Background: an optimization exercise with open tools, aiming at small area and a short achievable clock period. Do not read the settings as production practice. In this exercise RTL edits were held to simulation tests only and were not proved equivalent to the original. No activity file was given, so power comes from the tool's default toggle rates.

**design.v**
```verilog
package conv_pkg;
  function automatic integer sq(input integer n);
    sq = n * n;
  endfunction
  function automatic integer nbits(input integer n);
    nbits = $clog2(n + 1);
  endfunction
  localparam int K_DIM  = 3;
  localparam int I_DIM  = 8;
  localparam int M_BITS = 16;
  localparam int O_DIM  = K_DIM + I_DIM - 1;
  localparam int O_SIZE = sq(O_DIM);
  localparam int O_BITS = nbits(O_DIM);
  localparam int A_BITS = nbits(O_SIZE);
  typedef enum logic [0:0] {FILL, DRAIN} out_state_t;
  typedef logic [A_BITS-1:0] addr_t;
  typedef logic [M_BITS-1:0] word_t;
  typedef logic [O_BITS-1:0] coord_t;
endpackage
module out_frame_buf (
  input  logic  clk,
  input  logic  clr,
  input  logic [conv_pkg::O_SIZE-1:0] we,
  input  conv_pkg::word_t wdata,
  input  logic [conv_pkg::O_DIM-1:0]  rrow,
  input  logic [conv_pkg::O_DIM-1:0]  rcol,
  output conv_pkg::word_t rdata,
  output logic  rvalid
);
  localparam int N = conv_pkg::O_DIM;
  conv_pkg::word_t             mem [0:conv_pkg::O_SIZE-1];
  logic [conv_pkg::O_SIZE-1:0] written;
  always_ff @(posedge clk) begin
    for (int s = 0; s < conv_pkg::O_SIZE; s++)
      if (we[s]) mem[s] <= wdata;
  end
  always_ff @(posedge clk) begin
    if (clr) written <= '0;
    else     written <= written | we;
  end
  conv_pkg::word_t row_data [0:N-1];
  logic [N-1:0]    row_valid;
  always_comb begin
    for (int r = 0; r < N; r++) begin
      row_data[r]  = '0;
      row_valid[r] = 1'b0;
      for (int c = 0; c < N; c++) begin
        row_data[r]  = row_data[r]  | (mem[r*N+c] & {conv_pkg::M_BITS{rcol[c]}});
        row_valid[r] = row_valid[r] | (written[r*N+c] & rcol[c]);
      end
    end
    rdata  = '0;
    rvalid = 1'b0;
    for (int r = 0; r < N; r++) begin
      rdata  = rdata  | (row_data[r] & {conv_pkg::M_BITS{rrow[r]}});
      rvalid = rvalid | (row_valid[r] & rrow[r]);
    end
  end
endmodule
module conv_out_ctrl (
  input  logic                clk,
  input  logic                rst,
  input  logic [conv_pkg::M_BITS-1:0] in_data,
  input  logic [2*conv_pkg::O_BITS-1:0] in_user,
  input  logic                in_last,
  input  logic                in_valid,
  output logic                in_ready,
  output logic [conv_pkg::M_BITS-1:0] out_data,
  output logic                out_last,
  output logic                out_valid,
  input  logic                out_ready,
  output logic                err_range,
  output logic                err_miss
);
  localparam int N = conv_pkg::O_DIM;
  logic            drain_q;       
  logic            fill_q;        
  logic [N-1:0]    rrow_q;        
  logic [N-1:0]    rcol_q;        
  logic            last_q;        
  logic            shown_valid_q; 
  conv_pkg::word_t dout_q;        
  conv_pkg::coord_t row, col;
  logic [N-1:0]    wrow, wcol;
  logic            acc, in_range;
  logic [conv_pkg::O_SIZE-1:0] we;
  conv_pkg::word_t rdata;
  logic            rvalid;
  logic            hs_out, done, advance;
  assign row = in_user[2*conv_pkg::O_BITS-1:conv_pkg::O_BITS];
  assign col = in_user[conv_pkg::O_BITS-1:0];
  assign acc = in_valid && !drain_q;
  always_comb begin
    for (int i = 0; i < N; i++) begin
      wrow[i] = acc && (row == conv_pkg::coord_t'(i));
      wcol[i] = (col == conv_pkg::coord_t'(i));
    end
    for (int r = 0; r < N; r++)
      for (int c = 0; c < N; c++)
        we[r*N+c] = wrow[r] && wcol[c];
  end
  assign in_range = (row < conv_pkg::coord_t'(N)) && (col < conv_pkg::coord_t'(N));
  assign hs_out  = drain_q && out_ready;
  assign done    = hs_out && last_q;
  assign advance = (acc && in_last) || hs_out;
  out_frame_buf u_buf (
    .clk    (clk),
    .clr    (rst || done),
    .we     (we),
    .wdata  (in_data),
    .rrow   (rrow_q),
    .rcol   (rcol_q),
    .rdata  (rdata),
    .rvalid (rvalid)
  );
  always_ff @(posedge clk) begin
    if (rst || done) begin
      drain_q <= 1'b0;
      fill_q  <= 1'b1;
      rrow_q  <= {{(N-1){1'b0}}, 1'b1};
      rcol_q  <= {{(N-1){1'b0}}, 1'b1};
    end else begin
      if (acc && in_last) begin
        drain_q <= 1'b1;
        fill_q  <= 1'b0;
      end
      if (advance) begin
        rcol_q <= {rcol_q[N-2:0], rcol_q[N-1]};
        if (rcol_q[N-1]) rrow_q <= {rrow_q[N-2:0], rrow_q[N-1]};
      end
    end
  end
  always_ff @(posedge clk) begin
    if (!drain_q || out_ready) begin
      dout_q        <= we[0] ? in_data : (rvalid ? rdata : '0);
      shown_valid_q <= we[0] || rvalid;
      last_q        <= drain_q && rrow_q[N-1] && rcol_q[N-1];
    end
  end
  assign in_ready  = fill_q;
  assign out_valid = drain_q;
  assign out_data  = dout_q;
  assign out_last  = last_q;
  always_ff @(posedge clk) begin
    if (rst) begin
      err_range <= 1'b0;
      err_miss  <= 1'b0;
    end else begin
      if (acc && !in_range)
        err_range <= 1'b1;
      if (hs_out && !shown_valid_q)
        err_miss <= 1'b1;
    end
  end
endmodule
```
**flow/run.sh**
```bash
#!/bin/bash
# Standard ORFS layout, except that the port buffers start as buf_4
# (resizable within the buf footprint) instead of the default pick.
set -euo pipefail
bash standard.sh BUFFER_PORTS_ARGS="-buffer_cell sky130_fd_sc_hd__buf_4" finish > orfs_make.log 2>&1
```
**standard.sh**
```bash
#!/bin/bash
# synth_recipe.tcl (not shown) runs the flow's synth.tcl, then flattens the netlist and writes it again
# the make line also repeats each setting of config.mk as NAME=value (left out here)
make -C /OpenROAD-flow-scripts/flow DESIGN_CONFIG=/design/flow/config.mk WORK_HOME=/design/flow/orfs CLKGATE_MAP_FILE= SYNTH_SCRIPT=/design/flow/synth_recipe.tcl "${@:-finish}"
```
**config.mk**
```make
export PLATFORM = sky130hd
export DESIGN_NAME = conv_out_ctrl
export DESIGN_NICKNAME = conv_out_ctrl
export VERILOG_FILES = /design/flow/design.v
export SDC_FILE = /design/flow/constraint.sdc
export NUM_CORES = 4
export LEC_CHECK = 0
export ABC_CLOCK_PERIOD_IN_PS = 2200
export CAP_MARGIN = 20
export CORE_MARGIN = 2
export CORE_UTILIZATION = 60
export CTS_BUF_LIST = sky130_fd_sc_hd__clkbuf_8
export SETUP_SLACK_MARGIN = 3.2
export SLEW_MARGIN = 60
```
**constraint.sdc**
```tcl
create_clock -name core_clock -period 5.5 [get_ports {clk}]
set_input_delay 1.1000 -clock core_clock [delete_from_list [all_inputs] [get_ports {clk}]]
set_output_delay 1.1000 -clock core_clock [all_outputs]
set_load 0.01 [all_outputs]
```
==> key figures, run 1 <==
Global routing
  – Total GRT Usage: 36.4%
  – Largest net degree at the start of global routing: 72
  – Vias in the first global route: 37054
  – First-pass GRT wire length: 272000 µm
  – Congestion Overflow GR: 0
  – Initial antenna violation count: 9

Worst hold path
  – Min-delay src: rst
  – Hold Path Cell Cnt: 2
  – Worst Hold Path EP: err_range
  – Min-delay worst type: input pin to flip-flop

CTS
  – Clk sinks: 1742
  – CTS tree: yes
  – TritonCTS buffer count: 291
  – H-tree Lvls: 5
  – Root Buffer: clkbuf_8
  – Clock-pin slew on the worst setup and hold paths: 60 ps
  – Clock Path Buffers: 4
  – Clock latency (worst-skew pair): 950 ps

Setup path
  – R2r endpoint: dout_q[6]
  – Worst R2R Path Depth: 8
  – Max stage delay on crit path: 410 ps
  – Slowest CP cell: nor4_4
  – Internal reg-to-reg setup slack: 2720 ps
  – Crit path cell chain: buf_12 > buf_12 > a22oi_1 > nand4_1 > a22o_1 > nor4_4 > buf_4 > a211oi_2
  – Crit path top cell by count: buf_12
  – Worst EP arrival: 3440 ps
  – Startpoint types: flip-flop
  – CP Max Fanout: 63
  – CP Data Required Time: 6160 ps
  – CP Class: flip-flop to flip-flop
  – Endpoint class of the critical path: flip-flop
  – RR Startpoint: rcol_q[1]

STA
  – Slew Viols, Final: 0
  – Tmin final: 2780 ps
  – PnR worst setup slack: 2720 ps
  – Post-Route Skew: 37.6 ps
  – Final period utilization: 50.6%
  – RSZ-0062 raised after global routing: yes
  – Least-Margin Pin Slew: 606 ps
  – Slew headroom: 59.4%
  – Post-route setup TNS: 0 ps
  – Achievable Freq: 359 MHz
  – Final Hold Viols: 0
  – Setup-failing EPs final: 0

Placement
  – RePlAce Congestion: 0.929
  – Post-Place Cell Area: 0.0674 mm²
  – DP HPWL: 113000 µm
  – Pre-CTS setup slack: 1810 ps
  – PortBufs: 49

Synthesis
  – Top cells by count, synth: edfxtp_1 (1618), a22oi_1 (512), nor2_1 (212)
  – Number of flops mapped to enable cells by yosys: 1618
  – Most frequent cell after synthesis: edfxtp_1
  – Syn Area/Cell: 17.9 µm²
  – Post-synthesis async set-or-reset flop share: 0%
  – Synth area leaders: edfxtp_1 (78%), a22oi_1 (6.1%), dfxtp_1 (4.0%)
  – Synthesized cell area: 0.0626 mm²
  – Primary FF master, synth: edfxtp_1
  – Syn_nets: 3528
  – Synth top area share: 77.6%
  – Dominant cell type by area after synthesis: edfxtp_1
  – Post-synthesis sequential area ratio: 81.5%
  – Yosys warnings: 4
  – Post-Syn Instances: 3499
  – Post-synth cell types: 37
  – Number of synthesized register bits: 1742

Floorplanning
  – DIE HEIGHT: 327 µm
  – DIE WIDTH: 327 µm
  – Starting density of the core: 60.5%
  – Die Area: 0.107 mm²
  – Ports: 50
  – # rows: 118
  – Core Footprint: 0.103 mm²

Routing
  – DR WL/cell: 35.0 µm
  – WL final: 195000 µm
  – Detailed Routing Iterations Pass 1: 7
  – Routed via count: 38447
  – ANT nets after route: 0
  – Post-DR vias/cell: 6.91
  – Drt drc: 0
  – DRT iter0 DRCs: 6252

Layout
  – Fraction of layout cells with a size suffix above 1: 23.6%
  – Post-Layout Inst Area: 0.0753 mm²
  – Area Growth Syn to Fin: 20.1%
  – Final nets: 3998
  – Fillers: 6309

Power and ir drop
  – Internal power: 19.9 mW
  – Static leakage: 24.2 nW
  – Comb pwr share: 3.7%
  – NetSw: 5.60 mW
  – Sw Ratio: 21.9%
  – Seq pwr share: 56.8%
  – Total power: 25.5 mW
  – Power Density: 339 mW/mm²
  – Clock Power Share: 39.4%
  – Max VDD drop: 0.344 mV

Status
  – Outcome: complete, no violations

Run
  – Max cap viols: 0
[routing by layer]
metal / up-vias / global-route usage, % / part of all wire, %
met3: 385 / 9.10 / 11
met2: 2659 / 54.9 / 46
met1: 19656 / 50.9 / 38
li1: 15737 / - / -
met4: 10 / 16.4 / 4.7
met5: - / 0 / 0.031
[worst max-delay path by stage]
| stage | from | to | slack [ps] | depth (start not counted) |
|---|---|---|---|---|
| global placement | in_valid | u_buf.mem[4][6] | 1680 | 5 |
| finish | rcol_q[1] | dout_q[6] | 2720 | 8 |
| floorplan | in_valid | u_buf.mem[14][0] | 2610 | 4 |
| detailed placement | in_valid | dout_q[4] | 1810 | 9 |
| CTS | dout_q[9] | out_data[9] | 2700 | 1 |
| global route | rcol_q[3] | dout_q[8] | 2710 | 8 |
[cells in the final DEF, fill, tap and decap left out, types with 7 or more instances in the layout]
cell type and instances:
a22oi_2 7, nor3_1 7, and3_1 13, nand2_4 8, bufbuf_16 17, a211oi_2 19, a222oi_1 16, buf_12 45
buf_16 21, dfxtp_4 11, inv_1 113, a221oi_1 134, clkbuf_8 310, nand4_1 151, o21a_1 56, buf_2 18
clkinv_1 55, nor2_1 109, a21oi_1 26, a22oi_1 505, clkinv_2 18, a31oi_1 10, a22o_1 195, buf_4 155
edfxtp_1 1618, a221oi_2 41, buf_6 98, buf_8 48, dfxtp_1 107, nand2_1 41, nand3_1 17, clkinvlp_4 7
nor2_4 101
[per-stage QoR]
| step | hold WS (ps) | utilization, % | instances |
|---|---|---|---|
| 6_report | 377 | 72.7 | 5566 |
| 5_1_grt | 365 | 72.7 | 5562 |
| 4_1_cts | 317 | 72.2 | 5522 |
| 3_5_place_dp | 444 | 65.1 | 4902 |
| 3_3_place_gp | 437 | 63.2 | 4766 |
| 2_1_floorplan | 441 | - | 3499 |
[cell type report]
type | instances | area [µm²] | area share [%]
Clock inverter | 197 | 830 | 1.10
Sequential cell | 1742 | 51100 | 67.9
Antenna cell | 6 | 15.0 | 0.0199
Tap cell | 1380 | 1730 | 2.29
Timing Repair Buffer | 411 | 5200 | 6.92
Inverter | 3 | 16.3 | 0.0216
Clock buffer | 307 | 4230 | 5.61
Multi-Input combinational cell | 1520 | 12100 | 16.1
[registers in the layout, indices dropped and copies added (netlist names)]
register	count
err_miss	1
drain_q	1
err_range	1
shown_valid_q	1
fill_q	1
u_buf.written	100
dout_q	16
rrow_q	10
last_q	1
rcol_q	10
u_buf.mem	1600
[power by group through the flow]
stage | clock network (mW) | logic, mW | registers [mW]
2_1_floorplan | 0 | 0.319 | 14.8
3_3_place_gp | 0 | 0.776 | 14.8
3_5_place_dp | 0 | 0.840 | 14.8
4_1_cts | 10.2 | 0.917 | 14.5
5_1_grt | 10.8 | 0.982 | 14.5
6_report | 10.1 | 0.953 | 14.5
[critical path: cells and delay by family (launching register included)]
| kind | cells | cell delay, ps |
|---|---|---|
| AO/OA/AOI/OAI | 3 | 770 |
| buffers and inverters | 3 | 590 |
| AND/OR/NAND/NOR | 2 | 660 |
| flip-flops | 1 | 360 |
[logic make-up after synthesis]
logic type	synth area share (%)
compound gates	13.2
flops	81.5
buf+inv	1.55
simple gates	3.70
[timing repair]
item,CTS,global route
pin swaps,92,32
hold buffers,0,0
gates cloned,18,1
gates resized for setup,138,19
buffers inserted,98,25
endpoints found under the setup margin,673,104
==> run 2: changes to the inputs <==
--- a/config.mk
+++ b/config.mk
@@ -9,6 +9,6 @@
 export CAP_MARGIN = 20
 export CORE_MARGIN = 2
 export CORE_UTILIZATION = 60
-export CTS_BUF_LIST = sky130_fd_sc_hd__clkbuf_8
 export SETUP_SLACK_MARGIN = 3.2
 export SLEW_MARGIN = 60
+export TNS_END_PERCENT = 5
==> run 2 against run 1 <==
Compared with the run above:
- critical endpoint is now dout_q[13]
- clock skew is 8.1 ps lower
- worst hold slack better by 78 ps
- first-iteration DRC count is 11% higher
- final cell count is 3.4% lower
- core utilization is 0.74 points higher
- clock-buffer cell count is 71 lower
- sequential cell count stayed put
- die area stayed put
- sequential share of layout area is 0.68 points lower
- non-clock buffer count is 6 lower
- synthesized area stayed put
- sequential power hardly changed
==> key figures, run 2 <==
Global routing
  – Total GRT Usage: 36.6% (+0.19 points)
  – Initial antenna violation count: 13 (+4)
  – Congestion Overflow GR: 0 (unchanged)
  – Vias in the first global route: 36065 (-2.7%)
  – Largest net degree at the start of global routing: 78 (+8.3%)
  – First-pass GRT wire length: 273000 µm (+0.33%)

CTS
  – H-tree Lvls: 4 (-1)
  – Clock-pin slew on the worst setup and hold paths: 60 ps (about the same)
  – Clk sinks: 1742 (unchanged)
  – Root Buffer: clkbuf_16
  – Post-CTS Hold Buffers: 0 (unchanged)
  – Clock Path Buffers: 3 (-1)
  – Clock latency (worst-skew pair): 780 ps (-170 ps)
  – TritonCTS buffer count: 170 (-42%)
  – CTS tree: yes

Placement
  – Placed Cells: 4875 (-0.55%)
  – Pre-CTS setup slack: 1640 ps (-161 ps)
  – PortBufs: 49 (unchanged)
  – RePlAce Congestion: 0.927 (-0.16%)
  – DP HPWL: 113000 µm (-0.44%)

Routing
  – ANT nets after route: 0 (unchanged)
  – WL final: 199000 µm (+2.4%)
  – DRT iter0 DRCs: 6928 (+11%)
  – Detailed Routing Iterations Pass 1: 8 (+1)
  – Routed via count: 38163 (-0.74%)
  – Drt drc: 0 (unchanged)
  – Post-DR vias/cell: 7.10 (+2.8%)
  – DR WL/cell: 37.1 µm (+6.1%)

Synthesis
  – Syn_nets: 3528 (unchanged)
  – Top cells by count, synth: edfxtp_1 (1618), a22oi_1 (512), nor2_1 (212)
  – Number of flops mapped to enable cells by yosys: 1618 (unchanged)
  – Post-synth cell types: 37 (unchanged)
  – Post-Syn Instances: 3499 (unchanged)
  – Post-synthesis async set-or-reset flop share: 0% (unchanged)
  – Syn Area/Cell: 17.9 µm² (unchanged)
  – Most frequent cell after synthesis: edfxtp_1
  – Post-synthesis sequential area ratio: 81.5% (unchanged)
  – Synth top area share: 77.6% (unchanged)
  – Yosys warnings: 4 (unchanged)
  – Synth area leaders: edfxtp_1 (78%), a22oi_1 (6.1%), dfxtp_1 (4.0%)
  – Dominant cell type by area after synthesis: edfxtp_1
  – Synthesized cell area: 0.0626 mm² (unchanged)
  – Number of synthesized register bits: 1742 (unchanged)
  – Primary FF master, synth: edfxtp_1

Setup path
  – RR Startpoint: rcol_q[1]
  – R2r endpoint: dout_q[13]
  – CP Data Required Time: 6000 ps (-160 ps)
  – Worst R2R Path Depth: 8 (unchanged)
  – Internal reg-to-reg setup slack: 2660 ps (-50 ps)
  – CP Max Fanout: 27 (-57%)
  – Startpoint types: flip-flop
  – Worst EP arrival: 3340 ps (-100 ps)
  – CP Class: flip-flop to flip-flop
  – CP startpoint: rcol_q[1]
  – Endpoint class of the critical path: flip-flop

Run
  – Max cap viols: 0 (unchanged)

STA
  – Least-Margin Pin Slew: 665 ps (+58.6 ps)
  – Slew headroom: 55.5% (-3.8 points)
  – RSZ-0062 raised after global routing: yes
  – Achievable Freq: 352 MHz (-1.9%)
  – Post-route setup TNS: 0 ps (unchanged)
  – Slew Viols, Final: 0 (unchanged)
  – PnR worst setup slack: 2660 ps (-53.4 ps)
  – Post-Route Skew: 29.5 ps (-8.14 ps)
  – Tmin final: 2840 ps (+53.4 ps)
  – Hold WS: 455 ps (+78.4 ps)
  – Final Hold Viols: 0 (unchanged)
  – Setup-failing EPs final: 0 (unchanged)
  – Final period utilization: 51.6% (+0.97 points)

Worst hold path
  – Worst Hold Path EP: fill_q
  – Hold Path Cell Cnt: 2 (unchanged)
  – Min-delay worst type: flip-flop to flip-flop
  – Min-delay src: fill_q

Layout
  – Largest regs: u_buf.mem x1600, u_buf.written x100, dout_q x16
  – Final nets: 3871 (-3.2%)
  – Fraction of layout cells with a size suffix above 1: 23.4% (-0.13 points)
  – Commonest non-fill, non-tap cells in the layout: edfxtp_1 (1618), a22oi_1 (488), clkbuf_16 (190), a22o_1 (188), buf_4 (172)
  – Max reg flops: 1600 (unchanged)
  – Largest reg by FF count: u_buf.mem
  – Fillers: 6151 (-2.5%)
  – Most common cell after layout, fill and taps aside: edfxtp_1
  – Fin util: 73.5% (+0.74 points)
  – Fin cells: 5374 (-3.4%)
  – Area Growth Syn to Fin: 21.4%

Floorplanning
  – Core Footprint: 0.103 mm² (unchanged)
  – DIE HEIGHT: 327 µm (unchanged)
  – Ports: 50 (unchanged)
  – Die Area: 0.107 mm² (unchanged)
  – # rows: 118 (unchanged)
  – DIE WIDTH: 327 µm (unchanged)
  – Starting density of the core: 60.5% (unchanged)

Status
  – Outcome: complete, no violations

Power and ir drop
  – Max VDD drop: 0.290 mV (-16%)
  – Power Density: 361 mW/mm² (+6.3%)
  – Static leakage: 24.0 nW (-0.70%)
run 2: cell counts after synthesis:
No cell type changed its count.
run 2: worst max-delay path by stage:
| stage | cells after the start | slack (ps) | end |
|---|---|---|---|
| final | 8 | 2660 | dout_q[13] |
| after global routing | 10 | 2710 | dout_q[4] |
| after CTS | 8 | 2820 | dout_q[15] |
| after detailed placement | 7 | 1640 | dout_q[15] |
| after global placement | 7 | 1610 | dout_q[8] |
| after floorplan | 4 | 2600 | u_buf.mem[84][0] |
run 2: logic make-up after synthesis:
kind of cell	share of synthesized area, %
flip-flops	81.5
AND/OR/NAND/NOR	3.70
buffers and inverters	1.55
AO/OA/AOI/OAI	13.2
run 2: power breakdown:
group	internal [mW]	total [mW]	leakage, nW	switching, mW
clock	7.06	11.9	2.82	4.81
combinational	0.308	1.04	5.59	0.735
sequential	14.5	14.5	15.6	0.0217
run 2: worst max-delay path: stages, from the launching register on:
cell      delay, ps
dfxtp_4         360
buf_12          160
buf_8           210
a22o_1          230
a221oi_2        280
nand4_1         590
a22o_1          380
nor3_1          220
a211oi_2        100
run 2: layer usage:
metal | vias up | wire (µm) | global-route usage (%)
met4 | 14 | 10300 | 17.9
met3 | 423 | 22700 | 8.23
met2 | 2617 | 92900 | 55.8
met5 | - | 126 | 0
li1 | 15450 | - | -
met1 | 19659 | 73400 | 50.6
run 2: layout make-up:
cell class	instances	area (µm²)	share of cell area, %
antenna	5	12.5	0.0165
clock buffer	236	4860	6.40
clock inverter	83	902	1.19
inverter	3	16.3	0.0214
multi-input combinational	1520	12300	16.1
sequential	1742	51100	67.2
tap	1380	1730	2.27
timing repair buffer	405	5120	6.73
run 2: metrics by stage:
stage / cell area (µm²) / total power, mW
after detailed placement: 66600 / 15.6
after floorplan: 63000 / 15.1
final: 76000 / 27.4
after global routing: 76000 / 28.0
after global placement: 65100 / 15.6
after CTS: 74500 / 27.4
run 2: repair_timing:
action | 4_1_cts | 5_1_grt
pin swaps | 86 | 59
resized for setup | 173 | 94
endpoints found under the setup margin | 1433 | 1034
buffers inserted | 73 | 42
gates cloned | 19 | 11
hold endpoints to repair | 0 | 0
==> run 3: changes to the inputs <==
--- a/config.mk
+++ b/config.mk
@@ -9,6 +9,5 @@
 export CAP_MARGIN = 20
 export CORE_MARGIN = 2
 export CORE_UTILIZATION = 60
-export SETUP_SLACK_MARGIN = 3.2
+export SETUP_SLACK_MARGIN = 2.85
 export SLEW_MARGIN = 60
-export TNS_END_PERCENT = 5
==> run 3 against run 2 <==
Compared with the run above:
- sequential share of layout area up 1.4 points
- fmax up 0.30%
- register-to-register slack about the same
- first-iteration DRC count down 0.89%
- clock power down 3%
- die area unchanged
- highest routed layer unchanged
- clock skew down 10 ps
- still clean on timing, DRC and antenna
==> key figures, run 3 <==
Global routing
  – Vias in the first global route: 35393 (-1.9%)
  – Congestion Overflow GR: 0 (unchanged)
  – Largest net degree at the start of global routing: 72 (-7.7%)
  – Initial antenna violation count: 8 (-5)
  – Total GRT Usage: 36.1% (-0.50 points)
  – First-pass GRT wire length: 269000 µm (-1.2%)

CTS
  – Clk sinks: 1742 (unchanged)
  – Clock latency (worst-skew pair): 780 ps (about the same)
  – Clock-pin slew on the worst setup and hold paths: 60 ps (about the same)
  – H-tree Lvls: 4 (unchanged)
  – Root Buffer: clkbuf_16
  – TritonCTS buffer count: 170 (unchanged)
  – CTS tree: yes
  – Clock Path Buffers: 3 (unchanged)

Synthesis
  – Post-synthesis sequential area ratio: 81.5% (unchanged)
  – Post-synth cell types: 37 (unchanged)
  – Post-synthesis async set-or-reset flop share: 0% (unchanged)
  – Synthesized cell area: 0.0626 mm² (unchanged)
  – Primary FF master, synth: edfxtp_1
  – Number of synthesized register bits: 1742 (unchanged)
  – Most frequent cell after synthesis: edfxtp_1
  – Syn Area/Cell: 17.9 µm² (unchanged)
  – Yosys warnings: 4 (unchanged)
  – Dominant cell type by area after synthesis: edfxtp_1
  – Syn_nets: 3528 (unchanged)
  – Number of flops mapped to enable cells by yosys: 1618 (unchanged)
  – Synth area leaders: edfxtp_1 (78%), a22oi_1 (6.1%), dfxtp_1 (4.0%)
  – Top cells by count, synth: edfxtp_1 (1618), a22oi_1 (512), nor2_1 (212)
  – Post-Syn Instances: 3499 (unchanged)
  – Synth top area share: 77.6% (unchanged)

Floorplanning
  – Ports: 50 (unchanged)
  – Core Footprint: 0.103 mm² (unchanged)
  – DIE HEIGHT: 327 µm (unchanged)
  – # rows: 118 (unchanged)
  – Die Area: 0.107 mm² (unchanged)
  – DIE WIDTH: 327 µm (unchanged)
  – Starting density of the core: 60.5% (unchanged)

Run
  – Max cap viols: 0 (unchanged)

STA
  – Achievable Freq: 353 MHz (+0.30%)
  – Least-Margin Pin Slew: 660 ps (-4.59 ps)
  – Post-Route Skew: 19.4 ps (-10.1 ps)
  – Slew headroom: 55.8% (+0.23 points)
  – Setup-failing EPs final: 0 (unchanged)
  – Slew Viols, Final: 0 (unchanged)
  – Final period utilization: 51.5% (-0.16 points)
  – Tmin final: 2830 ps (-8.53 ps)
  – Post-route setup TNS: 0 ps (unchanged)
  – RSZ-0062 raised after global routing: yes
  – Final Hold Viols: 0 (unchanged)

Setup path
  – CP Data Required Time: 6030 ps (+30 ps)
  – Buffer and inverter count on the worst path: 2 (unchanged)
  – CP Max Fanout: 44 (+63%)
  – Startpoint types: flip-flop
  – CP Class: flip-flop to flip-flop
  – Max stage delay on crit path: 430 ps (-160 ps)
  – Slowest CP cell: nand4_1
  – Endpoint class of the critical path: flip-flop
  – Worst EP arrival: 3360 ps (+20 ps)
  – CP delay by family, top: compound AO/OA/AOI/OAI gates
  – Crit path cell chain: buf_4 > buf_6 > a22o_1 > a221oi_2 > nand4_1 > a22oi_2 > and3_1 > a211oi_2
  – Internal reg-to-reg setup slack: 2670 ps (about the same)

Layout
  – Fraction of layout cells with a size suffix above 1: 20.4% (-3.0 points)
  – Final nets: 3805 (-1.7%)
  – Area of the multi-input gates: 0.0121 mm² (-1.6%)
  – Fillers: 6331 (+2.9%)
  – Area Growth Syn to Fin: 18.8%
  – Commonest non-fill, non-tap cells in the layout: edfxtp_1 (1618), a22oi_1 (497), a22o_1 (193), clkbuf_16 (178), nand4_1 (151)
  – Most common cell after layout, fill and taps aside: edfxtp_1
  – Post-Layout Inst Area: 0.0744 mm² (-2.1%)
  – Largest reg by FF count: u_buf.mem
  – Max reg flops: 1600 (unchanged)
  – Largest regs: u_buf.mem x1600, u_buf.written x100, dout_q x16
  – Sequential cell area: 0.0511 mm² (about the same)

Routing
  – ANT nets after route: 0 (unchanged)
  – WL final: 193000 µm (-3.1%)
  – DR WL/cell: 36.4 µm (-1.8%)
  – Detailed Routing Iterations Pass 1: 9 (+1)
  – Post-DR vias/cell: 7.10 (about the same)
  – Routed via count: 37657 (-1.3%)
  – Drt drc: 0 (unchanged)
  – DRT iter0 DRCs: 6866 (-0.89%)

Power and ir drop
  – Max VDD drop: 0.295 mV (+2.0%)
  – Static leakage: 23.3 nW (-2.8%)
  – Power Density: 362 mW/mm² (+0.42%)

Status
  – Outcome: complete, no violations

Placement
  – PortBufs: 49 (unchanged)
  – DP HPWL: 115000 µm (+2.3%)
  – Post-Place Cell Area: 0.0667 mm² (+0.29%)
  – RePlAce Congestion: 0.935 (+0.87%)

Worst hold path
  – Min-delay worst type: flip-flop to flip-flop
==> run 3: cell counts after synthesis <==
Identical to the previous run, type by type.
==> run 3: metrics by stage <==
stage          setup WS, ps  instances  hold WS, ps  total power, mW  utilization (%)
5_1_grt                2710       5302          470             27.6             71.9
6_report               2670       5304          451             27.0             71.9
3_3_place_gp           1570       4776          439             15.6             62.9
2_1_floorplan          2620       3499          441             15.1                -
3_5_place_dp           1840       4880          437             15.6             64.5
4_1_cts                2790       5251          449             27.0             71.3
==> run 3: kinds of logic (layout without fill, tap and decap cells) <==
logic type             Yosys count  after routing  share of synthesized area [%]
AND/OR/NAND/NOR                478            478                           3.70
buffers and inverters          237            658                           1.55
AO/OA/AOI/OAI                 1042           1042                           13.2
other                            0              4                              0
flip-flops                    1742           1742                           81.5
==> run 3: what timing repair did <==
item / CTS / global route
pin swaps: 49 / 36
resized for setup: 121 / 24
gates cloned: 12 / 0
hold buffers: 0 / 0
buffers inserted: 43 / 18
endpoints found under the setup margin: 26 / 162
==> run 3: area by class of cell <==
class,instances,share of cell area (%)
diodes,4,0.0134
clock inverters,80,0.921
well taps,1380,2.32
repair buffers,339,5.34
flip-flops and latches,1742,68.7
inverters,3,0.0218
multi-input cells,1520,16.2
clock buffers,236,6.50
==> run 3: final timing paths <==
kind             start         end  cells after the start
min reg2reg     fill_q      fill_q                      2
min             fill_q      fill_q                      2
max reg2reg  rcol_q[3]  dout_q[12]                      8
max          rcol_q[3]  dout_q[12]                      8
==> run 3: layer usage <==
layer	vias up	global-route usage, %	wire length [µm]
met5	-	0	23
met1	19372	51.5	73000
li1	15285	-	-
met3	390	7.81	22300
met2	2606	54.5	88300
met4	4	15.7	9550
==> run 3: tightest hold or removal path: stages, from the launching register on <==
cell     delay [ps]
dfxtp_1         310
nand2_1          50
nand2_1          40
==> run 3: report_power, final <==
group	switching, mW	internal, mW	total (mW)
Combinational	0.696	0.272	0.968
Clock	4.82	6.66	11.5
Sequential	0.0245	14.5	14.5
Total	5.54	21.4	27.0
==> run 4: changes to the inputs <==
--- a/config.mk
+++ b/config.mk
@@ -5,9 +5,8 @@
 export SDC_FILE = /design/flow/constraint.sdc
 export NUM_CORES = 4
 export LEC_CHECK = 0
-export ABC_CLOCK_PERIOD_IN_PS = 2200
 export CAP_MARGIN = 20
 export CORE_MARGIN = 2
-export CORE_UTILIZATION = 60
+export CORE_UTILIZATION = 72
 export SETUP_SLACK_MARGIN = 2.85
 export SLEW_MARGIN = 60
==> run 4 against run 3 <==
Compared with the run above:
- setup slack worse by 18 ps
- clock skew up 7.1 ps
- clock-buffer cell count is 19 lower
- combinational power hardly changed
- synthesized cell count stayed put
- global-route usage rose by 6.7 points
- fmax down 0.63%
- sequential share of layout area is 0.22 points higher
- critical path type unchanged
- critical endpoint is now dout_q[2]
==> key figures, run 4 <==
Synthesis
  – Syn_nets: 3528 (unchanged)
  – Number of synthesized register bits: 1742 (unchanged)
  – Most frequent cell after synthesis: edfxtp_1
  – Syn Area/Cell: 17.9 µm² (unchanged)
  – Largest family of logic cells by synthesized area: compound AO/OA/AOI/OAI gates
  – Synth Area in Compound Gates: 13.2% (unchanged)
  – Primary FF master, synth: edfxtp_1
  – Dominant cell type by area after synthesis: edfxtp_1
  – Simple-Gate Fraction of Synth Area: 3.70% (unchanged)
  – XOR/XNOR share of the synthesized area: 0% (unchanged)
  – Post-synthesis sequential area ratio: 81.5% (unchanged)
  – Post-Synth Adder-Cell Area: 0% (unchanged)
  – Synthesized cell area: 0.0626 mm² (unchanged)
  – Synth area leaders: edfxtp_1 (78%), a22oi_1 (6.1%), dfxtp_1 (4.0%)
  – Post-synth cell types: 37 (unchanged)
  – Mux share of post-synthesis cell area: 0% (unchanged)
  – Top cells by count, synth: edfxtp_1 (1618), a22oi_1 (512), nor2_1 (212)
  – Yosys warnings: 4 (unchanged)
  – Post-synthesis async set-or-reset flop share: 0% (unchanged)
  – Number of flops mapped to enable cells by yosys: 1618 (unchanged)
  – Post-Syn Instances: 3499 (unchanged)
  – Synth top area share: 77.6% (unchanged)

Power and ir drop
  – Max VDD drop: 0.463 mV (+57%)
  – Sw Ratio: 20.7% (+0.13 points)
  – Internal power: 21.3 mW (-0.49%)
  – Total power: 26.9 mW (-0.32%)
  – NetSw: 5.56 mW (+0.33%)
  – Comb pwr share: 3.7% (about the same)
  – Clock Power Share: 42.3% (-0.3 points)
  – Power Density: 362 mW/mm² (about the same)
  – Static leakage: 23.3 nW (-0.28%)
  – Seq pwr share: 54.0% (+0.2 points)

Routing
  – Routed via count: 39957 (+6.1%)
  – Post-DR vias/cell: 7.89 (+11%)
  – DRT iter0 DRCs: 7861 (+14%)
  – Drt drc: 0 (unchanged)
  – WL final: 200000 µm (+3.6%)
  – ANT nets after route: 0 (unchanged)
  – DR WL/cell: 39.5 µm (+8.4%)
  – Detailed Routing Iterations Pass 1: 8 (-1)

Setup path
  – CP Data Required Time: 6020 ps (about the same)
  – CP Class: flip-flop to flip-flop
  – Worst EP arrival: 3370 ps (about the same)
  – Slowest CP cell: a22oi_1
  – CP Depth: 7 (-1)
  – Worst R2R Path Depth: 7 (-1)
  – Max stage delay on crit path: 470 ps (+40 ps)
  – Endpoint class of the critical path: flip-flop
  – Buffer and inverter count on the worst path: 2 (unchanged)
  – CP Max Fanout: 47 (+6.8%)
  – Startpoint types: flip-flop
  – Crit path cell chain: buf_16 > a22oi_1 > nand4_1 > a222oi_1 > buf_2 > and3_1 > a211oi_2
  – CP delay by family, top: compound AO/OA/AOI/OAI gates

Layout
  – Fillers: 3616 (-43%)
  – Largest regs: u_buf.mem x1600, u_buf.written x100, dout_q x16
  – Max reg flops: 1600 (unchanged)
  – Most common cell after layout, fill and taps aside: edfxtp_1
  – Commonest non-fill, non-tap cells in the layout: edfxtp_1 (1618), a22oi_1 (489), a22o_1 (195), clkbuf_16 (187), nand4_1 (151)
  – Largest reg by FF count: u_buf.mem
  – Fraction of layout cells with a size suffix above 1: 21.1% (+0.62 points)
  – Fin cells: 5067 (-4.5%)
  – Final nets: 3800 (-0.13%)
  – Area Growth Syn to Fin: 18.5%

Global routing
  – Largest net degree at the start of global routing: 80 (+11%)
  – Total GRT Usage: 42.8% (+6.7 points)
  – Initial antenna violation count: 12 (+4)
  – Vias in the first global route: 36555 (+3.3%)
  – First-pass GRT wire length: 267000 µm (-0.89%)
  – Congestion Overflow GR: 0 (unchanged)

STA
  – Hold WS: 471 ps (+19.7 ps)
  – Achievable Freq: 351 MHz (-0.63%)
  – Slew headroom: 52.1% (-3.6 points)
  – Final period utilization: 51.8% (+0.33 points)
  – Post-route setup TNS: 0 ps (unchanged)
  – Slew Viols, Final: 0 (unchanged)
  – Post-Route Skew: 26.4 ps (+7.06 ps)
  – Final Hold Viols: 0 (unchanged)
  – Setup-failing EPs final: 0 (unchanged)
  – RSZ-0062 raised after global routing: yes
  – PnR worst setup slack: 2650 ps (-18.0 ps)
  – Tmin final: 2850 ps (+18.0 ps)
  – Least-Margin Pin Slew: 718 ps (+57.5 ps)

Placement
  – Pre-CTS setup slack: 1750 ps (-98.9 ps)
  – PortBufs: 49 (unchanged)
  – RePlAce Congestion: 0.960 (+2.7%)
  – DP HPWL: 110000 µm (-4.9%)
  – Placed Cells: 4655 (-4.6%)

CTS
  – Clock latency (worst-skew pair): 780 ps (about the same)
  – CTS tree: yes
  – Clock Path Buffers: 3 (unchanged)
  – Clock-pin slew on the worst setup and hold paths: 70 ps (about the same)
  – H-tree Lvls: 4 (unchanged)
  – TritonCTS buffer count: 162 (-4.7%)
  – Clk sinks: 1742 (unchanged)
  – Root Buffer: clkbuf_16

Worst hold path
  – Min-delay worst type: flip-flop to flip-flop
  – Hold Path Cell Cnt: 1 (-1)

Floorplanning
  – Starting density of the core: 72.4% (+12 points)
  – # rows: 108 (-8.5%)
  – DIE WIDTH: 299 µm (-8.6%)
  – Die Area: 0.0894 mm² (-16%)
  – Core Footprint: 0.0865 mm² (-16%)
  – Ports: 50 (unchanged)
  – DIE HEIGHT: 299 µm (-8.6%)

Run
  – Max cap viols: 0 (unchanged)

Status
  – Outcome: complete, no violations
## run 4: area by class of cell
cell class / instances / area (µm²) / area share (%)
Antenna cell: 3 / 7.51 / 0.0101
Clock buffer: 217 / 4590 / 6.19
Clock inverter: 85 / 778 / 1.05
Inverter: 3 / 11.3 / 0.0152
Multi-Input combinational cell: 1520 / 12100 / 16.3
Sequential cell: 1742 / 51100 / 68.9
Tap cell: 1155 / 1450 / 1.95
Timing Repair Buffer: 342 / 4140 / 5.57
## run 4: cells by family (layout without fill, tap and decap cells)
| group | count (synthesis) | after routing |
|---|---|---|
| AO/OA/AOI/OAI | 1042 | 1042 |
| buffers and inverters | 237 | 647 |
| flip-flops | 1742 | 1742 |
| other | 0 | 3 |
| AND/OR/NAND/NOR | 478 | 478 |
## run 4: worst paths after layout
path                          start                 to  slack, ps
setup / recovery          rcol_q[6]          dout_q[2]       2650
hold / removal    u_buf.written[73]  u_buf.written[73]        470
setup reg to reg          rcol_q[6]          dout_q[2]       2650
hold reg to reg   u_buf.written[73]  u_buf.written[73]        470
## run 4: power by group through the flow
stage / logic, mW / registers [mW] / clock network (mW)
after floorplan: 0.304 / 14.8 / 0
after global placement: 0.769 / 14.8 / 0
after detailed placement: 0.837 / 14.8 / 0
after CTS: 0.870 / 14.5 / 11.3
after global routing: 1.01 / 14.5 / 11.8
final: 1.00 / 14.5 / 11.4
## run 4: worst reg2reg max path: stages (launching register included)
cell	delay, ps
dfxtp_4	440
buf_16	230
a22oi_1	540
nand4_1	450
a222oi_1	460
buf_2	230
and3_1	180
a211oi_2	70
## run 4: layer usage
layer / up-vias / GRT usage, % / routed length [µm]
li1: 15261 / - / -
met1: 19745 / 60.1 / 64900
met2: 4260 / 64.6 / 91400
met3: 675 / 10.2 / 30600
met4: 16 / 20.6 / 12900
met5: - / 0 / 117
## run 4: what timing repair did
| item | 4_1_cts | 5_1_grt |
|---|---|---|
| hold buffers | 0 | 0 |
| gates cloned | 4 | 15 |
| pin swaps | 42 | 87 |
| resized for setup | 70 | 150 |
| buffers inserted | 35 | 28 |
| setup endpoints to repair | 214 | 17 |
## run 4: through the flow
stage / util [%] / area (µm²)
after floorplan: - / 63200
after global placement: 74.9 / 64800
after detailed placement: 76.7 / 66300
after CTS: 83.9 / 72500
after global routing: 85.8 / 74200
final: 85.8 / 74200
==> run 5: changes to the inputs <==
--- a/config.mk
+++ b/config.mk
@@ -7,6 +7,8 @@
 export LEC_CHECK = 0
 export CAP_MARGIN = 20
 export CORE_MARGIN = 2
-export CORE_UTILIZATION = 72
-export SETUP_SLACK_MARGIN = 2.85
+export CORE_UTILIZATION = 60
+export CTS_CLUSTER_DIAMETER = 45
+export CTS_CLUSTER_SIZE = 20
+export SETUP_SLACK_MARGIN = 3.2
 export SLEW_MARGIN = 60
==> run 5 against run 4 <==
Compared with the run above:
- still clean
- core utilization down 12 points
- final cell count up 6.7%
- global-route usage down 6.2 points
- clock power hardly changed
- wire length down 0.79%
- worst hold slack improved by 0.60 ps
- sequential cell count stayed put
- non-clock buffer count up 135
- critical path depth rose by 3
==> key figures, run 5 <==
Status
  – Outcome: complete, no violations

STA
  – Least-Margin Pin Slew: 665 ps (-53.1 ps)
  – RSZ-0062 raised after global routing: yes
  – Final Hold Viols: 0 (unchanged)
  – Post-route setup TNS: 0 ps (unchanged)
  – Post-Route Skew: 21.1 ps (-5.35 ps)
  – Slew headroom: 55.5% (+3.3 points)
  – Achievable Freq: 357 MHz (+1.6%)
  – Final period utilization: 51.0% (-0.81 points)
  – Setup-failing EPs final: 0 (unchanged)
  – Slew Viols, Final: 0 (unchanged)
  – Tmin final: 2800 ps (-44.6 ps)

Setup path
  – Slowest CP cell: a222oi_1
  – Max stage delay on crit path: 390 ps (-80 ps)
  – Endpoint class of the critical path: flip-flop
  – Worst EP arrival: 3310 ps (-60 ps)
  – CP Class: flip-flop to flip-flop
  – Internal reg-to-reg setup slack: 2700 ps (+40 ps)
  – RR Startpoint: rcol_q[2]
  – CP Max Fanout: 5 (-89%)
  – Worst R2R Path Depth: 10 (+3)
  – Buffer and inverter count on the worst path: 4 (+2)
  – Startpoint types: flip-flop
  – R2r endpoint: dout_q[8]
  – Crit path cell chain: buf_12 > buf_4 > clkbuf_16 > a22o_1 > a221oi_2 > nand4_1 > a222oi_1 > dlymetal6s2s_1 > and3_1 > a211oi_2
  – CP Data Required Time: 6010 ps (about the same)
  – CP delay by family, top: compound AO/OA/AOI/OAI gates

CTS
  – Root Buffer: clkbuf_16
  – Clock-pin slew on the worst setup and hold paths: 70 ps (about the same)
  – TritonCTS buffer count: 153 (-5.6%)
  – Clock latency (worst-skew pair): 770 ps (about the same)
  – H-tree Lvls: 4 (unchanged)
  – CTS tree: yes
  – Clock Path Buffers: 3 (unchanged)
  – Clk sinks: 1742 (unchanged)
  – Post-CTS Hold Buffers: 0 (unchanged)

Synthesis
  – Post-synth cell types: 37 (unchanged)
  – Number of synthesized register bits: 1742 (unchanged)
  – Post-synthesis async set-or-reset flop share: 0% (unchanged)
  – Synthesized cell area: 0.0626 mm² (unchanged)
  – Most frequent cell after synthesis: edfxtp_1
  – Synth top area share: 77.6% (unchanged)
  – Top cells by count, synth: edfxtp_1 (1618), a22oi_1 (512), nor2_1 (212)
  – Syn_nets: 3528 (unchanged)
  – Number of flops mapped to enable cells by yosys: 1618 (unchanged)
  – Syn Area/Cell: 17.9 µm² (unchanged)
  – Post-Syn Instances: 3499 (unchanged)
  – Primary FF master, synth: edfxtp_1
  – Post-synthesis sequential area ratio: 81.5% (unchanged)
  – Synth area leaders: edfxtp_1 (78%), a22oi_1 (6.1%), dfxtp_1 (4.0%)
  – Dominant cell type by area after synthesis: edfxtp_1
  – Yosys warnings: 4 (unchanged)

Layout
  – Commonest non-fill, non-tap cells in the layout: edfxtp_1 (1618), a22oi_1 (484), buf_4 (197), a22o_1 (191), clkbuf_16 (168)
  – Max reg flops: 1600 (unchanged)
  – Sequential cell area: 0.0511 mm² (about the same)
  – Largest reg by FF count: u_buf.mem
  – Post-Layout Inst Area: 0.0767 mm² (+3.3%)
  – Largest regs: u_buf.mem x1600, u_buf.written x100, dout_q x16
  – Fin util: 74.1% (-12 points)
  – Fraction of layout cells with a size suffix above 1: 25.6% (+4.6 points)
  – Final nets: 3926 (+3.3%)
  – Area of the multi-input gates: 0.0125 mm² (+3.0%)
  – Most common cell after layout, fill and taps aside: edfxtp_1
  – Area Growth Syn to Fin: 22.4%
  – Fillers: 5992 (+66%)

Floorplanning
  – Starting density of the core: 60.5% (-12 points)
  – Die Area: 0.107 mm² (+20%)
  – Ports: 50 (unchanged)
  – DIE HEIGHT: 327 µm (+9.4%)
  – Core Footprint: 0.103 mm² (+20%)
  – # rows: 118 (+9.3%)
  – DIE WIDTH: 327 µm (+9.4%)

Routing
  – Detailed Routing Iterations Pass 1: 8 (unchanged)
  – Post-DR vias/cell: 7.15 (-9.4%)
  – DR WL/cell: 36.7 µm (-7.0%)
  – Drt drc: 0 (unchanged)
  – ANT nets after route: 0 (unchanged)
  – DRT iter0 DRCs: 6105 (-22%)
  – Routed via count: 38622 (-3.3%)
  – WL final: 198000 µm (-0.79%)

Global routing
  – Congestion Overflow GR: 0 (unchanged)
  – Met2 global-route usage: 56.0% (-8.7 points)
  – First-pass GRT wire length: 272000 µm (+2.0%)
  – Total GRT Usage: 36.6% (-6.2 points)
  – Most Crowded Layer GR: met2
  – Vias in the first global route: 35983 (-1.6%)
  – Largest net degree at the start of global routing: 86 (+7.5%)
  – Met1 GRT Util: 51.8% (-8.3 points)
  – Initial antenna violation count: 11 (-1)
  – GR Util met3: 7.48% (-2.7 points)

Placement
  – DP HPWL: 113000 µm (+3.3%)
  – PortBufs: 49 (unchanged)
  – Post-Place Cell Area: 0.0674 mm² (+1.6%)
  – RePlAce Congestion: 0.929 (-3.3%)

Power and ir drop
  – Power Density: 349 mW/mm² (-3.7%)
  – Max VDD drop: 0.318 mV (-31%)
  – Static leakage: 24.3 nW (+4.4%)

Worst hold path
  – Min-delay src: u_buf.written[63]
  – Worst Hold Path EP: u_buf.written[63]
  – Hold Path Cell Cnt: 1 (unchanged)
  – Min-delay worst type: flip-flop to flip-flop

Run
  – Max cap viols: 0 (unchanged)
## run 5: cell type report
| type | instances | area share (%) |
|---|---|---|
| antenna | 5 | 0.0163 |
| clock inverter | 104 | 1.50 |
| inverter | 3 | 0.0212 |
| tap | 1380 | 2.25 |
| multi-input combinational | 1520 | 16.3 |
| timing repair buffer | 477 | 7.82 |
| clock buffer | 174 | 5.43 |
| sequential | 1742 | 66.7 |
## run 5: how the worst max path moves through the flow
stage	to	from	slack, ps	depth (start not counted)
2_1_floorplan	u_buf.mem[14][0]	in_valid	2610	4
3_3_place_gp	u_buf.mem[4][6]	in_valid	1680	5
3_5_place_dp	dout_q[4]	in_valid	1810	9
4_1_cts	dout_q[0]	rcol_q[2]	2820	9
5_1_grt	dout_q[8]	rcol_q[8]	2700	10
6_report	dout_q[8]	rcol_q[2]	2700	10
## run 5: stage by stage
step / hold WS [ps] / worst slack [ps] / instances / power (mW)
6_report: 472 / 2700 / 5405 / 26.7
3_5_place_dp: 444 / 1810 / 4902 / 15.6
3_3_place_gp: 437 / 1680 / 4766 / 15.6
5_1_grt: 479 / 2700 / 5401 / 27.3
4_1_cts: 455 / 2820 / 5335 / 26.7
2_1_floorplan: 441 / 2610 / 3499 / 15.1
## run 5: report_power, final
part	switching, mW	total [mW]	leakage [nW]	internal, mW
clock	5.07	11.3	2.60	6.19
sequential	0.0220	14.5	15.6	14.5
combinational	0.709	0.976	6.09	0.266
total	5.80	26.7	24.3	20.9
## run 5: per-layer routing
| metal | routed length (µm) | up-vias |
|---|---|---|
| met5 | 87 | - |
| met4 | 10400 | 12 |
| met3 | 22100 | 445 |
| met2 | 91800 | 2739 |
| met1 | 74100 | 19868 |
| li1 | - | 15558 |
## run 5: worst reg2reg max path: cells and delay by family (launching register included)
| kind | cells | cell delay, ps |
|---|---|---|
| AO/OA/AOI/OAI | 4 | 910 |
| buffers and inverters | 4 | 730 |
| flip-flops | 1 | 360 |
| AND/OR/NAND/NOR | 2 | 540 |
## run 5: what timing repair did
| item | in CTS | in global routing |
|---|---|---|
| hold endpoints to repair | 0 | 0 |
| pin swaps | 104 | 97 |
| gates cloned | 20 | 5 |
| setup endpoints to repair | 838 | 276 |
| resized for setup | 164 | 73 |
| buffers inserted | 135 | 53 |
## run 5: kinds of logic (layout without fill, tap and decap cells)
group                  count (synthesis)  after routing  share of synthesized area [%]
DFF                                 1742           1742                           81.5
AOI/OAI and AO/OA                   1042           1042                           13.2
and+or+nand+nor                      478            478                           3.70
buffers and inverters                237            758                           1.55
other                                  0              5                              0
==> run 6: changes to the inputs <==
--- a/design.v
+++ b/design.v
@@ -20,7 +20,8 @@
 module out_frame_buf (
   input  logic  clk,
   input  logic  clr,
-  input  logic [conv_pkg::O_SIZE-1:0] we,
+  input  logic [conv_pkg::O_DIM-1:0]  wrow,
+  input  logic [conv_pkg::O_DIM-1:0]  wcol,
   input  conv_pkg::word_t wdata,
   input  logic [conv_pkg::O_DIM-1:0]  rrow,
   input  logic [conv_pkg::O_DIM-1:0]  rcol,
@@ -30,6 +31,12 @@
   localparam int N = conv_pkg::O_DIM;
   conv_pkg::word_t             mem [0:conv_pkg::O_SIZE-1];
   logic [conv_pkg::O_SIZE-1:0] written;
+  logic [conv_pkg::O_SIZE-1:0] we;
+  always_comb begin
+    for (int r = 0; r < N; r++)
+      for (int c = 0; c < N; c++)
+        we[r*N+c] = wrow[r] && wcol[c];
+  end
   always_ff @(posedge clk) begin
     for (int s = 0; s < conv_pkg::O_SIZE; s++)
       if (we[s]) mem[s] <= wdata;
@@ -80,10 +87,11 @@
   logic            last_q;        
   logic            shown_valid_q; 
   conv_pkg::word_t dout_q;        
+  logic [N-1:0]    wrow_q, wcol_q;
+  conv_pkg::word_t wdata_q;
   conv_pkg::coord_t row, col;
   logic [N-1:0]    wrow, wcol;
-  logic            acc, in_range;
-  logic [conv_pkg::O_SIZE-1:0] we;
+  logic            acc, in_range, in_hit0, pend_hit;
   conv_pkg::word_t rdata;
   logic            rvalid;
   logic            hs_out, done, advance;
@@ -95,19 +103,28 @@
       wrow[i] = acc && (row == conv_pkg::coord_t'(i));
       wcol[i] = (col == conv_pkg::coord_t'(i));
     end
-    for (int r = 0; r < N; r++)
-      for (int c = 0; c < N; c++)
-        we[r*N+c] = wrow[r] && wcol[c];
   end
   assign in_range = (row < conv_pkg::coord_t'(N)) && (col < conv_pkg::coord_t'(N));
+  assign in_hit0  = wrow[0] && wcol[0];
+  assign pend_hit = wrow_q[0] && (drain_q ? wcol_q[1] : wcol_q[0]);
   assign hs_out  = drain_q && out_ready;
   assign done    = hs_out && last_q;
   assign advance = (acc && in_last) || hs_out;
+  always_ff @(posedge clk) begin
+    if (rst) begin
+      wrow_q <= '0;
+    end else begin
+      wrow_q <= wrow;
+    end
+    wcol_q  <= wcol;
+    wdata_q <= in_data;
+  end
   out_frame_buf u_buf (
     .clk    (clk),
     .clr    (rst || done),
-    .we     (we),
-    .wdata  (in_data),
+    .wrow   (wrow_q),
+    .wcol   (wcol_q),
+    .wdata  (wdata_q),
     .rrow   (rrow_q),
     .rcol   (rcol_q),
     .rdata  (rdata),
@@ -132,8 +149,8 @@
   end
   always_ff @(posedge clk) begin
     if (!drain_q || out_ready) begin
-      dout_q        <= we[0] ? in_data : (rvalid ? rdata : '0);
-      shown_valid_q <= we[0] || rvalid;
+      dout_q        <= in_hit0 ? in_data : pend_hit ? wdata_q : (rvalid ? rdata : '0);
+      shown_valid_q <= in_hit0 || pend_hit || rvalid;
       last_q        <= drain_q && rrow_q[N-1] && rcol_q[N-1];
     end
   end
==> config.mk (replaced) <==
export PLATFORM = sky130hd
export DESIGN_NAME = conv_out_ctrl
export DESIGN_NICKNAME = conv_out_ctrl
export VERILOG_FILES = /design/flow/design.v
export SDC_FILE = /design/flow/constraint.sdc
export NUM_CORES = 4
export LEC_CHECK = 0
export ABC_CLOCK_PERIOD_IN_PS = 2500
export CAP_MARGIN = 20
export CORE_MARGIN = 2
export CORE_UTILIZATION = 60
export SETUP_SLACK_MARGIN = 2.5
export SLEW_MARGIN = 60
==> run 6 against run 5 <==
Compared with the run above:
- still clean
- global-route usage shrank 1.3 points
- wire length decreased by 2.8%
- non-clock buffer count down 291
- setup slack got worse by 260 ps
- clock power barely moved
- sequential cell count grew 36
- sequential power hardly changed
- highest routed layer unchanged
==> key figures, run 6 <==
Synthesis
  – Number of synthesized register bits: 1778 (+2.1%)
  – Syn_nets: 3643 (+3.3%)
  – Post-synth cell types: 33 (-11%)
  – Syn Area/Cell: 17.7 µm² (-1.3%)
  – Post-synthesis async set-or-reset flop share: 0% (unchanged)
  – Synth area leaders: edfxtp_1 (76%), a22oi_1 (7.0%), dfxtp_1 (5.0%)
  – Yosys warnings: 4 (unchanged)
  – Dominant cell type by area after synthesis: edfxtp_1
  – Post-Syn Instances: 3614 (+3.3%)
  – Synthesized cell area: 0.0638 mm² (+1.9%)
  – Top cells by count, synth: edfxtp_1 (1618), a22oi_1 (598), nor2_1 (217)
  – Number of flops mapped to enable cells by yosys: 1618 (unchanged)
  – Most frequent cell after synthesis: edfxtp_1
  – Post-synthesis sequential area ratio: 81.1% (-0.39 points)
  – Primary FF master, synth: edfxtp_1
  – Synth top area share: 76.1% (-1.4 points)

Routing
  – Met2 wire len: 86100 µm (-6.2%)
  – Top Metal Used: met5
  – Wl on met1: 75100 µm (+1.3%)
  – Metal3 WL: 25000 µm (+13%)
  – Drt drc: 0 (unchanged)
  – DR WL/cell: 36.6 µm (-0.39%)
  – WL final: 193000 µm (-2.8%)
  – Routed via count: 37710 (-2.4%)
  – Post-DR vias/cell: 7.15 (about the same)
  – DRT iter0 DRCs: 5919 (-3.0%)
  – ANT nets after route: 0 (unchanged)
  – Detailed Routing Iterations Pass 1: 27 (+19)

Layout
  – Largest reg by FF count: u_buf.mem
  – Max reg flops: 1600 (unchanged)
  – Fillers: 6809 (+14%)
  – Fraction of layout cells with a size suffix above 1: 16.0% (-9.7 points)
  – Area Growth Syn to Fin: 14.3%
  – Largest regs: u_buf.mem x1600, u_buf.written x100
  – Fin util: 69.2% (-4.8 points)
  – Final nets: 3764 (-4.1%)
  – Most common cell after layout, fill and taps aside: edfxtp_1
  – Commonest non-fill, non-tap cells in the layout: edfxtp_1 (1618), a22oi_1 (573), nor2_1 (215), clkbuf_16 (182)

Global routing
  – Total GRT Usage: 35.3% (-1.3 points)
  – Vias in the first global route: 35682 (-0.84%)
  – Congestion Overflow GR: 0 (unchanged)
  – Initial antenna violation count: 5 (-6)
  – Largest net degree at the start of global routing: 82 (-4.7%)
  – First-pass GRT wire length: 268000 µm (-1.6%)

Floorplanning
  – DIE WIDTH: 330 µm (+0.93%)
  – Starting density of the core: 60.6% (about the same)
  – Ports: 50 (unchanged)
  – # rows: 119 (+0.85%)
  – Die Area: 0.109 mm² (+1.9%)
  – Core Footprint: 0.105 mm² (+1.9%)
  – DIE HEIGHT: 330 µm (+0.93%)

CTS
  – Clk sinks: 1778 (+2.1%)
  – CTS tree: yes
  – Clock-pin slew on the worst setup and hold paths: 60 ps (about the same)
  – Post-CTS Hold Buffers: 0 (unchanged)
  – Clock latency (worst-skew pair): 780 ps (about the same)
  – Root Buffer: clkbuf_16
  – TritonCTS buffer count: 173 (+13%)
  – H-tree Lvls: 4 (unchanged)
  – Clock Path Buffers: 3 (unchanged)

Setup path
  – CP Class: flip-flop to flip-flop
  – R2r endpoint: dout_q[14]
  – RR Startpoint: rcol_q[1]
  – Worst R2R Path Depth: 8 (-2)
  – CP Data Required Time: 6030 ps (+20 ps)
  – Worst EP arrival: 3580 ps (+270 ps)
  – Endpoint class of the critical path: flip-flop
  – CP Max Fanout: 20 (+15)
  – Internal reg-to-reg setup slack: 2440 ps (-260 ps)
  – Startpoint types: flip-flop

STA
  – Least-Margin Pin Slew: 686 ps (+21.7 ps)
  – Setup-failing EPs final: 0 (unchanged)
  – Achievable Freq: 327 MHz (-8.3%)
  – Slew headroom: 54.2% (-1.2 points)
  – Post-route setup TNS: 0 ps (unchanged)
  – RSZ-0062 raised after global routing: yes
  – Post-Route Skew: 24.0 ps (+2.89 ps)
  – Final Hold Viols: 0 (unchanged)
  – Slew Viols, Final: 0 (unchanged)
  – Tmin final: 3060 ps (+255 ps)
  – Final period utilization: 55.6% (+4.6 points)
  – Hold WS: 477 ps (+5.40 ps)

Power and ir drop
  – Max VDD drop: 0.323 mV (+1.7%)
  – Power Density: 374 mW/mm² (+7.3%)
  – Static leakage: 22.9 nW (-5.8%)

Run
  – Max cap viols: 0 (unchanged)

Worst hold path
  – Min-delay worst type: flip-flop to flip-flop
  – Worst Hold Path EP: u_buf.written[94]
  – Min-delay src: u_buf.written[94]
  – Hold Path Cell Cnt: 2 (+1)

Placement
  – DP HPWL: 108000 µm (-4.9%)
  – RePlAce Congestion: 0.899 (-3.2%)
  – PortBufs: 49 (unchanged)

Status
  – Outcome: complete, no violations
## run 6: power breakdown
| group | leakage, nW | total (mW) | internal (mW) | switching (mW) |
|---|---|---|---|---|
| clock network | 2.72 | 11.6 | 6.72 | 4.92 |
| registers | 15.9 | 14.8 | 14.7 | 0.100 |
| logic | 4.26 | 0.834 | 0.247 | 0.587 |
## run 6: layout make-up
class	count	area, µm²	share of cell area, %
flip-flops and latches	1778	51900	71.2
multi-input cells	1596	11400	15.6
clock buffers	247	4910	6.72
repair buffers	186	2330	3.19
well taps	1391	1740	2.38
clock inverters	72	652	0.893
diodes	5	12.5	0.0171
## run 6: kinds of logic (layout without fill, tap and decap cells)
kind of cell | count (synthesis) | count (layout) | share of synthesized area, %
buf+inv | 240 | 505 | 1.62
simple gates | 585 | 585 | 4.71
mux | 1 | 1 | 0.0157
compound gates | 1010 | 1010 | 12.5
other cells | 0 | 5 | 0
flops | 1778 | 1778 | 81.1
## run 6: routing by layer
metal | GRT usage (%) | vias up
li1 | - | 15285
met1 | 51.4 | 19444
met2 | 51.8 | 2599
met3 | 10.4 | 380
met4 | 12.0 | 2
met5 | 0 | -
## run 6: metrics by stage
stage	total power [mW]	area (µm²)	worst slack, ps	instances
finish	27.3	73000	2440	5275
CTS	27.3	72600	2470	5254
detailed placement	15.9	66800	2150	4926
global placement	15.8	65600	1930	4877
floorplan	15.4	63800	2970	3614
global route	27.9	73000	2490	5271
## run 6: worst max path at each step
| stage | cells after the start | start | endpoint |
|---|---|---|---|
| after floorplan | 6 | in_user[0] | dout_q[10] |
| after global placement | 9 | rcol_q[9] | dout_q[0] |
| after detailed placement | 8 | rcol_q[1] | dout_q[0] |
| after CTS | 8 | rcol_q[1] | dout_q[0] |
| after global routing | 8 | rcol_q[0] | dout_q[13] |
| final | 8 | rcol_q[1] | dout_q[14] |
## run 6: repair_timing
action                     CTS  global route
pin swaps                   12            14
gates resized for setup     27            13
gates cloned                 2             1
setup endpoints to repair   16            16
setup buffers                7             3
## run 6: worst max-delay path, cell delays in order, from the launching register on
cell      delay [ps]
dfxtp_4          490
buf_16           280
a22o_1           240
a221oi_1         240
nand4_1          270
a22oi_1          550
and3_1           310
a311oi_1         120
o22a_1           240

==> static timing again, ports no longer ideal <==
The flow's constraints put no driver on any port. The routed layouts listed below were extracted and timed again, unchanged, in two steps. Step 1 sets driving cells, clkbuf_16 on the clock port and buf_2 on the other inputs (assumed; they add their load-dependent delay and slew). Step 2 adds t to the input delays and takes it off the output delays; t is the mean of the earliest and latest rising clock arrival at the registers after step 1. Input paths then give back, and output paths get back, about the clock's delay inside the block. Slacks: ideal / step 1 / step 2; pairs: ideal / step 1.
run | t, ns | setup slack, ns | slew at the worst register clock pin (ns) | cell pins on the clock port's net
run 1 | 1.002 | 2.715 / 2.662 / 2.188 | 0.07 / 0.07 | 1
run 2 | 0.853 | 2.662 / 2.662 / 2.150 | 0.07 / 0.07 | 1
run 3 | 0.853 | 2.670 / 2.670 / 2.054 | 0.07 / 0.07 | 1
run 4 | 0.833 | 2.652 / 2.652 / 2.017 | 0.07 / 0.07 | 1
run 5 | 0.847 | 2.697 / 2.697 / 2.291 | 0.08 / 0.08 | 1
run 6 | 0.847 | 2.442 / 2.442 / 2.372 | 0.07 / 0.07 | 1
After both steps setup and hold are still met in every run listed. The setup slack of run 4, which loses most, moves by 0.000 ns with the drivers and by -0.635 ns with both steps.
